This design comes from an exercise in tuning for small area, a short achievable clock period and few clock cycles on the open sky130 flow, not from production work. Where RTL was checked, it was by simulation tests only, not by an equivalence proof against the original. The RTL of run 1 was laid out without a check of its function.

==> flow/design.v, too long to show whole: its modules and the start of the top module <==
// module muldiv_unit_p: 1372 lines
// module muldiv_bk_add: 31 lines
// module muldiv_fa: 10 lines
// module muldiv_ha: 9 lines
module muldiv_unit_p #(
    parameter int WIDTH = 32,
    parameter int K     = 2,
    parameter int R4    = 0
) (
    input  logic             clk,
    input  logic             reset,
    input  logic             start,
    input  logic [2:0]       op,
    input  logic [WIDTH-1:0] src_a,
    input  logic [WIDTH-1:0] src_b,
    input  logic             cancel,
    input  logic             wr_en,
    input  logic             wr_hi,
    input  logic [WIDTH-1:0] wr_data,
    output logic             busy,
    output logic             done,
    output logic [WIDTH-1:0] hi,
    output logic [WIDTH-1:0] lo
);
  // ...
==> flow/run.sh <==
#!/bin/bash
# synth_recipe.tcl (not shown) runs the flow's synth.tcl, then flattens the netlist and writes it again
# the make line also repeats each setting of config.mk as NAME=value (left out here)
make -C /OpenROAD-flow-scripts/flow DESIGN_CONFIG=/design/flow/config.mk WORK_HOME=/design/flow/orfs CLKGATE_MAP_FILE= SYNTH_SCRIPT=/design/flow/synth_recipe.tcl finish
==> flow/config.mk <==
export PLATFORM = sky130hd
export DESIGN_NAME = muldiv_unit_p
export DESIGN_NICKNAME = muldiv_unit_p
export VERILOG_FILES = /design/flow/design.v
export SDC_FILE = /design/flow/constraint.sdc
export NUM_CORES = 4
export LEC_CHECK = 0
export ABC_AREA = 1
export CAP_MARGIN = 30
export CORE_MARGIN = 2
export CORE_UTILIZATION = 40
export SETUP_SLACK_MARGIN = 5
export SLEW_MARGIN = 30
export SYNTH_HIERARCHICAL = 1
==> flow/constraint.sdc <==
create_clock -name core_clock -period 13.0 [get_ports {clk}]
set_input_delay 2.6000 -clock core_clock [delete_from_list [all_inputs] [get_ports {clk}]]
set_output_delay 2.6000 -clock core_clock [all_outputs]
set_load 0.01 [all_outputs]
==> flow_summary.json, run 1 <==
{
  "status": "complete, no violations",
  "fp-row-count": 110,
  "wl_met2_um": 69100,
  "num_tap_cells": 1176,
  "regArea_um2": 5870,
  "cts_setup_buffers": 22,
  "synthCells": 4578,
  "tritoncts": "yes",
  "grt_pass1_vias": 34100,
  "placed_cells": 5736,
  "final_common_cell": "nand2_1",
  "slew_viol_final": 0,
  "max_freq_mhz": 125,
  "cp-startpoint": "src_a[10]",
  "sh_seq_area_pct": 14.3,
  "layout_min_cycle_time_ns": 8.01,
  "hold_viol": 0,
  "ios": 171,
  "fillCellCount": 8935,
  "gr-usage-all-layers_pct": 33.8,
  "startpoint_type": "primary input",
  "nMultiInputCombCells": 3630,
  "area_growth_pct": 13.5,
  "vias_per_cell": 6.21,
  "nonClkBufAreaFrac_pct": 7.08,
  "fin_tns_setup_ns": 0,
  "critical_path_required_ns": 13.33,
  "critPathCapture": "ye_q[34]"
}
==> inputs of run 2 (changes only) <==
--- a/flow/design.v
+++ b/flow/design.v
@@ -29,18 +29,29 @@
     logic          ym1_q;                
     logic [31:0]   r_q, q_q;             
     logic [5:0]    cnt_q;                
     logic          first_q;              
     logic          triv_q, bzero_q;      
     logic          qneg_q, rneg_q, qz_q;    
     logic          selacc_q, selt_q, selfix_q;    
     function automatic logic [5:0] lzc32(input logic [31:0] v);
-        lzc32 = 6'd32;
-        for (int i = 0; i < 32; i++) if (v[i]) lzc32 = 6'(31 - i);
+        logic [31:0] vl;
+        logic [4:0]  pos [0:31];
+        for (int i = 0; i < 32; i++) begin
+            vl[i]  = v[31-i];
+            pos[i] = 5'd0;
+        end
+        for (int l = 0; l < 5; l++) begin
+            for (int i = 0; i < (32 >> (l + 1)); i++) begin
+                pos[i] = vl[2*i] ? pos[2*i] : (pos[2*i+1] | 5'(1 << l));
+                vl[i]  = vl[2*i] | vl[2*i+1];
+            end
+        end
+        lzc32 = vl[0] ? {1'b0, pos[0]} : 6'd32;
     endfunction
     logic        in_sgn, in_div, fit_a, fit_b, swap, in_sa, in_sb, am_co, bm_co;
     logic [31:0] in_am, in_bm;
     logic [5:0]  in_za, in_zb;
     logic [5:0]  in_shp, in_ncyc;
     logic [DW-1:0] in_dal;
     always_comb begin
         in_sgn = !op[0];
==> run 2 against run 1 <==
- via count increased by 1.5%
- critical path depth decreased by 12
- hold slack improved by 0.044 ns
- still clean
- highest routed layer unchanged
- clock skew increased by 0.00079 ns
- die area increased by 1.6%
- count of clock-buffer cells in the layout increased by 1
- synthesized area increased by 1.7%
==> flow_summary.json, run 2 <==
{
  "status": "complete, no violations",
  "rrSetupSlack_ns": 5.14,
  "cts-root-buf": "clkbuf_16",
  "preCtsSetupSlack_ns": 3.17,
  "nets": 5378,
  "postLayoutSetupSlackWorst_ns": 5.14,
  "numPortBuffers": 170,
  "tritoncts": "yes",
  "rsz0062_at_grt": "no",
  "dp_hpwl_um": 129000,
  "netlist_area_um2": 36700,
  "critical_path_required_ns": 13.54,
  "layout-drive-gt1-share_pct": 8.12,
  "finalCritPeriodShare_pct": 60.5,
  "fin_util_pct": 45.0,
  "mostFrequentLayoutCells": "764 x nand2_1, 429 x inv_1, 402 x xor2_1",
  "placed_cells": 5855,
  "arrival_ns": 8.40,
  "drt-initial-drc-count": 4991,
  "post_dp_cell_area_um2": 39400,
  "clockBufferDepth": 3,
  "worst_path_largest_cell_delay_ns": 0.57,
  "finClkSkew_ns": 0.0308,
  "final_common_cell": "nand2_1",
  "grt_first_pass_wirelength_um": 244000,
  "ant_nets": 0,
  "layout_min_cycle_time_ns": 7.86,
  "crit_fanout": 34,
  "overflow": 0,
  "vias_per_cell": 6.20,
  "startpoint_type": "register",
  "gr-usage-all-layers_pct": 34.9,
  "hold_ws_ns": 0.569,
  "route.detailed.drc": 0,
  "cts-buffers-inserted": 29,
  "top_register": "ye_q",
  "clock_sinks": 219,
  "synthCells": 4690,
  "tightest_slew_ns": 1.08,
  "fin_tns_setup_ns": 0,
  "hold_viol": 0,
  "slew_headroom_pct": 27.4,
  "drv_cap": 0,
  "drtPass1Iterations": 6,
  "area_growth_pct": 11.9,
  "die-width_um": 307,
  "grt_pass1_vias": 35200,
  "setup_viol": 0,
  "antenna_found_initial": 4,
  "worstSetupPathType": "reg2reg",
  "initial_utilization_pct": 40.2,
  "reg_top3": "ye_q x35, xe_q x33",
  "max_freq_mhz": 127,
  "crit_top_cell": "fa_1",
  "largest_reg_flops": 35,
  "grt_max_degree": 76,
  "design_area_um2": 41000,
  "drt-total-wl_um": 169000,
  "num_vias": 36900,
  "core_area_um2": 91200,
  "synth.avg_cell_area_um2": 7.82,
  "die_height_um": 307,
  "ys_warn_count": 15,
  "ios": 171,
  "cts_max_level": 1,
  "dieArea_um2": 94100,
  "wl_per_cell_um": 28.4,
  "worstSkewPairLatency_ns": 0.62,
  "end_kind": "register",
  "fp-row-count": 111,
  "hold_path_class": "reg2reg",
  "gp_congestion": 0.995,
  "slowest_stage": "a22oi_1",
  "slew_viol_final": 0,
  "stdcell_count": 5945,
  "clkTransAtPathRegs_ns": 0.07
}
==> run 2: routing by layer <==
layer | share of wire [%] | routed length, um | vias to the layer above | track usage (%)
li1 | - | - | 16100 | -
met1 | 39 | 66200 | 18000 | 46.8
met2 | 43 | 73000 | 2316 | 52.7
met3 | 10 | 17500 | 435 | 6.59
met4 | 7.0 | 11900 | 4 | 19.7
met5 | 0.015 | 26 | - | 0
==> run 2: timing repair <==
| item | in CTS | in global routing |
|---|---|---|
| gates cloned | 3 | 1 |
| setup buffers | 8 | 21 |
| gates resized for setup | 38 | 44 |
| pin swaps | 2 | 7 |
| endpoints found under the setup margin | 40 | 47 |
| hold buffers | 0 | 0 |
==> run 2: path summary, 6_finish.rpt <==
| kind | endpoint | start | depth (start not counted) |
|---|---|---|---|
| setup / recovery | hi[29] | qneg_q | 30 |
| hold / removal | q_q[13] | q_q[11] | 2 |
| setup reg to reg | hi[29] | qneg_q | 30 |
| hold reg to reg | q_q[13] | q_q[11] | 2 |
| max in group asynchronous | hi[15] | reset | 4 |
| min in group asynchronous | lo[8] | reset | 3 |
==> run 2: layout make-up <==
class / instances / area (um2)
Fill cell: 9252 / 50200
Multi-Input combinational cell: 3709 / 28200
Sequential cell: 219 / 5870
Timing Repair Buffer: 275 / 2590
Inverter: 498 / 1900
Tap cell: 1186 / 1480
Clock buffer: 40 / 787
Clock inverter: 14 / 165
Timing Repair inverter: 1 / 7.51
Antenna cell: 3 / 7.51
==> run 2: worst max-delay path, delay by kind of cell, from the launching register on <==
kind                       cells  cell delay, ns
AOI/OAI and AO/OA              8            1.97
and+or+nand+nor               10            0.89
buffers and inverters          4            0.78
adders and majority gates      7            3.13
xor gates and xnor gates       1            0.40
DFF                            1            0.53
Testbench counts of run 2, summed over its fixed seeds: cycles 15,792.
==> inputs of run 3 (changes only) <==
==> flow/flow/run.sh (new file) <==
#!/bin/bash
set -euo pipefail
ARGS=$(cat flow/make_args.txt)
bash standard.sh $ARGS finish > orfs_make.log 2>&1
==> flow/flow/make_args.txt (new file) <==
SETUP_SLACK_MARGIN=6.5
==> flow/standard.sh (new file) <==
#!/bin/bash
# synth_recipe.tcl (not shown) runs the flow's synth.tcl, then flattens the netlist and writes it again
# the make line also repeats each setting of config.mk as NAME=value (left out here)
make -C /OpenROAD-flow-scripts/flow DESIGN_CONFIG=/design/flow/config.mk WORK_HOME=/design/flow/orfs CLKGATE_MAP_FILE= SYNTH_SCRIPT=/design/flow/synth_recipe.tcl "${@:-finish}"
--- a/flow/config.mk
+++ b/flow/config.mk
@@ -10,5 +10,4 @@
 export CORE_MARGIN = 2
 export CORE_UTILIZATION = 40
-export SETUP_SLACK_MARGIN = 5
 export SLEW_MARGIN = 30
 export SYNTH_HIERARCHICAL = 1
removed: flow/run.sh
==> run 3 against run 2 <==
- still clean on timing, DRC and antenna
- synthesized area is the same
- clock skew grew 0.0049 ns
- sequential share of layout area shrank 1.8 points
- via count grew 4.5%
- first-iteration DRC count shrank 2.2%
- flip-flop and latch count is the same
- die area is the same
- maximum frequency grew 14%
==> flow_summary.json, run 3 <==
{
  "status": "complete, no violations",
  "crit_fanout": 7,
  "end_kind": "register",
  "netlist_area_um2": 36700,
  "setup_viol": 0,
  "grt_max_degree": 83,
  "hold_path_class": "reg2reg",
  "fin_util_pct": 51.5,
  "drt-total-wl_um": 177000,
  "layout_min_cycle_time_ns": 6.89,
  "ctsHoldBuffers": 0,
  "max_freq_mhz": 145,
  "final_common_cell": "nand2_1",
  "slew_viol_final": 0,
  "grt_pass1_vias": 36600,
  "gp_congestion": 1.02,
  "cts_max_level": 1,
  "hold_viol": 0,
  "critical_path_required_ns": 13.48,
  "min-delay-start": "q_q[6]",
  "clkTransAtPathRegs_ns": 0.06,
  "arrival_ns": 7.37,
  "tightest_slew_ns": 1.07,
  "worstSkewPairLatency_ns": 0.61,
  "num_vias": 38600,
  "fillCellCount": 8601,
  "ant_nets": 0,
  "cts-buffers-inserted": 28,
  "dieArea_um2": 94100,
  "placed_cells": 5853,
  "ios": 171,
  "vias_per_cell": 6.26,
  "reg_top3": "ye_q x35, xe_q x33",
  "synth.avg_cell_area_um2": 7.82,
  "rrSetupSlack_ns": 6.13,
  "drv_cap": 0,
  "r2r_end": "hi[29]",
  "drtPass1Iterations": 7,
  "nets": 5595,
  "initial_utilization_pct": 40.2,
  "wl_per_cell_um": 28.7,
  "synthCells": 4690,
  "reg2reg_from": "qneg_q",
  "fin_tns_setup_ns": 0,
  "die_height_um": 307,
  "core_area_um2": 91200,
  "slowest_stage": "o211ai_1",
  "rsz0062_at_grt": "yes",
  "crit_top_cell": "nand2_1",
  "mostFrequentLayoutCells": "649 x nand2_1, 369 x inv_1, 366 x xor2_1",
  "route.detailed.drc": 0,
  "reg2reg_depth": 28,
  "critPathCapture": "ye_q[26]",
  "cp-startpoint": "op[0]",
  "slew_headroom_pct": 28.4,
  "drt-initial-drc-count": 4881,
  "layout-drive-gt1-share_pct": 24.7,
  "area_growth_pct": 28.2,
  "tritoncts": "yes",
  "stdcell_count": 6160,
  "fp-row-count": 111,
  "ys_warn_count": 15,
  "worstSetupPathType": "in2reg",
  "numPortBuffers": 170,
  "die-width_um": 307,
  "finClkSkew_ns": 0.0357,
  "startpoint_type": "primary input",
  "gr-usage-all-layers_pct": 36.3,
  "worst_path_largest_cell_delay_ns": 0.43,
  "largest_reg_flops": 35,
  "grt_first_pass_wirelength_um": 253000,
  "overflow": 0,
  "antenna_found_initial": 5,
  "clock_sinks": 219,
  "finalCritPeriodShare_pct": 53.0,
  "top_register": "ye_q",
  "cts-root-buf": "clkbuf_16",
  "dp_hpwl_um": 128000,
  "clockBufferDepth": 3
}
[run 3: metrics by stage]
stage                     hold slack, ns  area, um2  setup slack (ns)
after floorplan                    0.501      36900              6.13
after global placement             0.552      39500              3.51
after detailed placement           0.552      39500              3.47
after CTS                          0.562      44600              6.07
after global routing               0.591      47000              5.92
final                              0.572      47000              6.11
[run 3: final cells by class]
type                       count  area (um2)  area share [%]
tap                         1186        1480            3.16
inverter                     498        2080            4.43
timing repair buffer         482        4970            10.6
multi-input combinational   3712       31500            67.0
clock buffer                  34         774            1.65
sequential                   219        5870            12.5
timing repair inverter         9        80.1           0.170
antenna                        2        5.00          0.0106
clock inverter                18         239           0.509
[run 3: per-layer routing]
layer	global-route usage (%)	up-vias	wire [um]
met5	0	-	38
met4	20.0	6	13300
met3	7.64	533	20100
met2	54.9	2603	75900
met1	48.4	18900	67500
li1	-	16500	-
[run 3: what timing repair did]
action                                 in CTS  in global routing
cloned                                     25                  5
pin swaps                                 191                219
setup endpoints to repair                 138                117
gates resized for setup                   629                421
endpoints found under the hold margin       0                  0
buffers inserted                          137                 86
[run 3: worst min path at each step]
stage | end | slack [ns] | depth (start not counted)
floorplan | q_q[1] | 0.50 | 2
global placement | lo[20] | 0.55 | 2
detailed placement | q_q[20] | 0.55 | 2
CTS | q_q[20] | 0.56 | 2
global route | lo[13] | 0.59 | 2
finish | q_q[8] | 0.57 | 2
[run 3: worst max-delay path, delay by kind of cell]
kind / cells / cell delay (ns)
buffers and inverters: 11 / 1.46
AND/OR/NAND/NOR: 19 / 1.78
AO/OA/AOI/OAI: 3 / 0.85
adder cells (fa/ha/maj): 2 / 0.63
==> inputs of run 4 (changes only) <==
==> flow/flow/make_args.txt (replaced) <==
SETUP_SLACK_MARGIN=7
==> run 4 against run 3 <==
- synthesized area stayed put
- setup slack worse by 0.10 ns
- first-iteration DRC count grew 3.8%
==> flow_summary.json, run 4 <==
{
  "status": "complete, no violations",
  "drt-initial-drc-count": 5067,
  "dieArea_um2": 94100,
  "cts_max_level": 1,
  "crit_fanout": 34,
  "crit_top_cell": "nand2_1",
  "finalCritPeriodShare_pct": 53.8,
  "layout_min_cycle_time_ns": 7.00,
  "largest_reg_flops": 35,
  "cts-root-buf": "clkbuf_16",
  "gp_congestion": 1.01,
  "slowest_stage": "dlygate4sd2_1",
  "ys_warn_count": 15,
  "tightest_slew_ns": 1.07,
  "critical_path_required_ns": 13.39,
  "worstSetupPathType": "in2reg",
  "mostFrequentLayoutCells": "657 x nand2_1, 363 x inv_1, 359 x xor2_1",
  "hold_path_class": "reg2reg",
  "grt_pass1_vias": 37100,
  "nets": 5659,
  "antenna_found_initial": 5,
  "die-width_um": 307,
  "fillCellCount": 8348,
  "area_growth_pct": 30.6,
  "synth.avg_cell_area_um2": 7.82,
  "vias_per_cell": 6.28,
  "clockBufferDepth": 3,
  "fin_tns_setup_ns": 0,
  "slew_viol_final": 0,
  "layout-drive-gt1-share_pct": 25.4,
  "numPortBuffers": 170,
  "ctsHoldBuffers": 0,
  "ant_nets": 0,
  "clock_sinks": 219,
  "grt_max_degree": 81,
  "reg_top3": "ye_q x35, xe_q x33",
  "gr-usage-all-layers_pct": 36.2,
  "drv_cap": 0,
  "setup_viol": 0,
  "drt-total-wl_um": 178000,
  "die_height_um": 307,
  "arrival_ns": 7.39,
  "initial_utilization_pct": 40.2,
  "max_freq_mhz": 143,
  "synthCells": 4690,
  "startpoint_type": "primary input",
  "finClkSkew_ns": 0.0560,
  "fp-row-count": 111,
  "worstSkewPairLatency_ns": 0.64,
  "cts-buffers-inserted": 29,
  "route.detailed.drc": 0,
  "core_area_um2": 91200,
  "dp_hpwl_um": 127000,
  "clkTransAtPathRegs_ns": 0.06,
  "overflow": 0,
  "rrSetupSlack_ns": 6.05,
  "netlist_area_um2": 36700,
  "top_register": "ye_q",
  "grt_first_pass_wirelength_um": 254000,
  "end_kind": "register",
  "wl_per_cell_um": 28.6,
  "num_vias": 39100,
  "worst_path_largest_cell_delay_ns": 0.57,
  "ios": 171,
  "final_common_cell": "nand2_1",
  "tritoncts": "yes",
  "slew_headroom_pct": 28.3,
  "num_antenna_cells": 0,
  "rsz0062_at_grt": "yes",
  "hold_viol": 0,
  "drtPass1Iterations": 8
}
==> run 4: cell count changes in the layout (fill, tap and decap cells not counted), moves of 8 or more <==
cell,change
buf_6,+41
nand3_1,+36
nand3_2,-33
buf_4,+15
nand2_2,-12
o221ai_1,-12
buf_12,+11
a21oi_1,-9
a21oi_2,+9
nand2_1,+8
==> run 4: through the flow <==
stage	cell area, um2	setup slack [ns]	hold slack [ns]	cells	util, %
2_1_floorplan	37000	6.13	0.501	4714	-
3_3_place_gp	39600	3.18	0.546	5853	43.4
3_5_place_dp	39600	3.26	0.548	5853	43.4
4_1_cts	45300	6.18	0.570	6096	49.7
5_1_grt	47900	5.84	0.595	6223	52.5
6_report	47900	6.00	0.571	6223	52.5
==> run 4: metal layers <==
layer / routed length (um) / global-route usage (%)
met5: 41 / 0
met4: 14500 / 21.9
met3: 20000 / 7.34
met2: 76700 / 55.1
met1: 66600 / 47.5
==> run 4: timing repair <==
item | 4_1_cts | 5_1_grt
cloned | 16 | 11
pin swaps | 233 | 237
endpoints found under the setup margin | 142 | 143
buffers inserted | 173 | 116
resized for setup | 816 | 309
==> run 4: critical path: cells and delay by family <==
| kind | cells | cell delay (ns) |
|---|---|---|
| adders and majority gates | 2 | 0.62 |
| and+or+nand+nor | 15 | 1.71 |
| AOI/OAI and AO/OA | 3 | 0.83 |
| buffers and inverters | 6 | 1.22 |
| xor gates and xnor gates | 1 | 0.35 |
==> run 4: layout make-up <==
cell class / instances / area [um2] / area share [%]
Clock inverter: 12 / 104 / 0.217
Multi-Input combinational cell: 3709 / 31600 / 66.1
Tap cell: 1186 / 1480 / 3.10
Clock buffer: 42 / 815 / 1.70
Inverter: 498 / 2090 / 4.36
Sequential cell: 219 / 5870 / 12.3
Timing Repair inverter: 7 / 71.3 / 0.149
Timing Repair Buffer: 550 / 5800 / 12.1
==> run 4: final timing paths <==
path | startpoint | end | depth (start not counted)
max in group asynchronous | reset | busy | 3
min in group asynchronous | reset | lo[8] | 3
worst max-delay path | src_b[13] | ye_q[25] | 27
worst min register to register | lo[21] | lo[21] | 2
worst min-delay path | lo[21] | lo[21] | 2
worst max register to register | qneg_q | hi[30] | 31
==> inputs of run 5 (changes only) <==
==> flow/flow/make_args.txt (replaced) <==
SETUP_SLACK_MARGIN=6
==> run 5 against run 4 <==
- synthesized area did not move
- sequential share of layout area up 1.1 points
- critical endpoint unchanged
- highest routed layer unchanged
- global-route usage down 0.81 points
- flip-flop and latch count is the same
- core utilization fell by 4.1 points
==> flow_summary.json, run 5 <==
{
  "status": "complete, no violations",
  "regArea_um2": 5870,
  "clockBufferDepth": 3,
  "vias_per_cell": 6.27,
  "die_height_um": 307,
  "hold_path_class": "reg2reg",
  "cts-root-buf": "clkbuf_16",
  "wl_per_cell_um": 28.5,
  "layout-drive-gt1-share_pct": 16.3,
  "finClkSkew_ns": 0.0818,
  "num_vias": 38000,
  "route.detailed.drc": 0,
  "grt_max_degree": 88,
  "clock_sinks": 219,
  "max_freq_mhz": 142,
  "slew_headroom_pct": 24.5,
  "hold_end": "q_q[7]",
  "antenna_found_initial": 5,
  "preCtsSetupSlack_ns": 3.40,
  "die-width_um": 307,
  "drt-initial-drc-count": 5483,
  "slowest_stage": "fa_2",
  "drv_cap": 0,
  "gr-usage-all-layers_pct": 35.4,
  "multi_input_area_um2": 29800,
  "synth.avg_cell_area_um2": 7.82,
  "worst_path_largest_cell_delay_ns": 0.50,
  "worstSetupPathType": "in2reg",
  "tightest_slew_ns": 1.12,
  "top_register": "ye_q",
  "largest_reg_flops": 35,
  "hold_viol": 0,
  "fp-row-count": 111,
  "min-delay-start": "q_q[5]",
  "mostFrequentLayoutCells": "715 x nand2_1, 397 x inv_1, 380 x xor2_1",
  "fillCellCount": 8920,
  "drt-total-wl_um": 173000,
  "initial_utilization_pct": 40.2,
  "ant_nets": 0,
  "netlist_area_um2": 36700,
  "ys_warn_count": 15,
  "nets": 5496,
  "fin_tns_setup_ns": 0,
  "rsz0062_at_grt": "yes",
  "reg_top3": "ye_q x35, xe_q x33",
  "end_kind": "register",
  "dieArea_um2": 94100,
  "tritoncts": "yes",
  "synthCells": 4690,
  "cts-buffers-inserted": 30,
  "critical_path_required_ns": 13.34,
  "area_growth_pct": 20.3,
  "rrSetupSlack_ns": 6.04,
  "reg2reg_depth": 31,
  "final_common_cell": "nand2_1",
  "setup_viol": 0,
  "grt_pass1_vias": 35700,
  "finalCritPeriodShare_pct": 54.3,
  "grt_first_pass_wirelength_um": 247000,
  "clkTransAtPathRegs_ns": 0.06,
  "reg2reg_from": "qneg_q",
  "post_dp_cell_area_um2": 39400,
  "crit_fanout": 9,
  "drtPass1Iterations": 8,
  "ctsHoldBuffers": 0,
  "cts_max_level": 1,
  "design_area_um2": 44100,
  "slew_viol_final": 0,
  "core_area_um2": 91200,
  "r2r_end": "hi[29]",
  "dp_hpwl_um": 128000,
  "numPortBuffers": 170,
  "holdPathStages": 2,
  "postLayoutSetupSlackWorst_ns": 5.94,
  "arrival_ns": 7.40,
  "worstSkewPairLatency_ns": 0.65,
  "layout_min_cycle_time_ns": 7.06,
  "startpoint_type": "primary input",
  "ios": 171,
  "gp_congestion": 1.04,
  "overflow": 0
}
-- run 5: stage by stage --
stage / hold WS (ns) / util, % / std cells
3_3_place_gp: 0.544 / 43.2 / 5848
5_1_grt: 0.594 / 48.3 / 6060
2_1_floorplan: 0.501 / - / 4714
4_1_cts: 0.565 / 46.0 / 5979
3_5_place_dp: 0.554 / 43.2 / 5848
6_report: 0.574 / 48.3 / 6064
-- run 5: worst max path at each step --
stage	depth (start not counted)	start	to
after global placement	29	src_b[31]	ye_q[20]
after floorplan	35	op[0]	ye_q[34]
after global routing	39	op[0]	ye_q[25]
after CTS	25	qneg_q	hi[30]
final	38	src_b[31]	ye_q[25]
after detailed placement	30	src_b[31]	ye_q[20]
-- run 5: worst max-delay path, delay by kind of cell --
family / cells / cell delay, ns
buffers and inverters: 13 / 1.45
AND/OR/NAND/NOR: 18 / 1.75
AO/OA/AOI/OAI: 4 / 0.59
adder cells (fa/ha/maj): 3 / 0.95
-- run 5: area by class of cell --
class / count / share of cell area [%]
flip-flops and latches: 219 / 13.3
well taps: 1186 / 3.37
repair buffers: 385 / 8.84
diodes: 4 / 0.0227
clock buffers: 37 / 1.83
inverters: 498 / 4.56
repair inverters: 4 / 0.0710
clock inverters: 18 / 0.460
multi-input cells: 3713 / 67.5
-- run 5: repair_timing --
action / 4_1_cts / 5_1_grt
gates cloned: 13 / 10
pin swaps: 41 / 99
endpoints found under the setup margin: 131 / 72
setup buffers: 63 / 71
gates resized for setup: 261 / 306
-- run 5: routing by layer --
metal	global-route usage, %	vias to the layer above	wire length, um
met5	0	-	24
met4	20.4	4	12600
met3	4.96	492	17600
met2	53.4	2552	74700
met1	48.6	18700	68000
li1	-	16300	-

[port drivers added, routing unchanged]
Ports are ideal in the flow. The routed layouts listed here were re-timed in OpenROAD. Step 1 sets driving cells, clkbuf_16 on the clock port and buf_2 on the other inputs (assumed; they add their load-dependent delay and slew). Step 2 times the ports against the registers' clock, not the clock port: input delays grow and output delays shrink by t, the midpoint of the rising clock arrivals with the driver on. a / b / c = ideal ports / drivers / drivers and shift; a / b = the first two.
| run | shift t [ns] | slack for setup (ns) | cell pins on the clock port's net |
|---|---|---|---|
| run 1 | 0.646 | 4.989 / 5.014 / 4.368 | 1 |
| run 2 | 0.672 | 5.140 / 5.140 / 4.657 | 1 |
| run 3 | 0.657 | 6.106 / 6.112 / 5.455 | 1 |
| run 4 | 0.683 | 6.003 / 6.050 / 5.372 | 1 |
| run 5 | 0.685 | 5.943 / 5.955 / 5.270 | 1 |
After both steps every run listed still meets setup and hold. For run 5, which loses most, drivers alone change the setup slack by +0.012 ns; drivers and shift together by -0.673 ns.
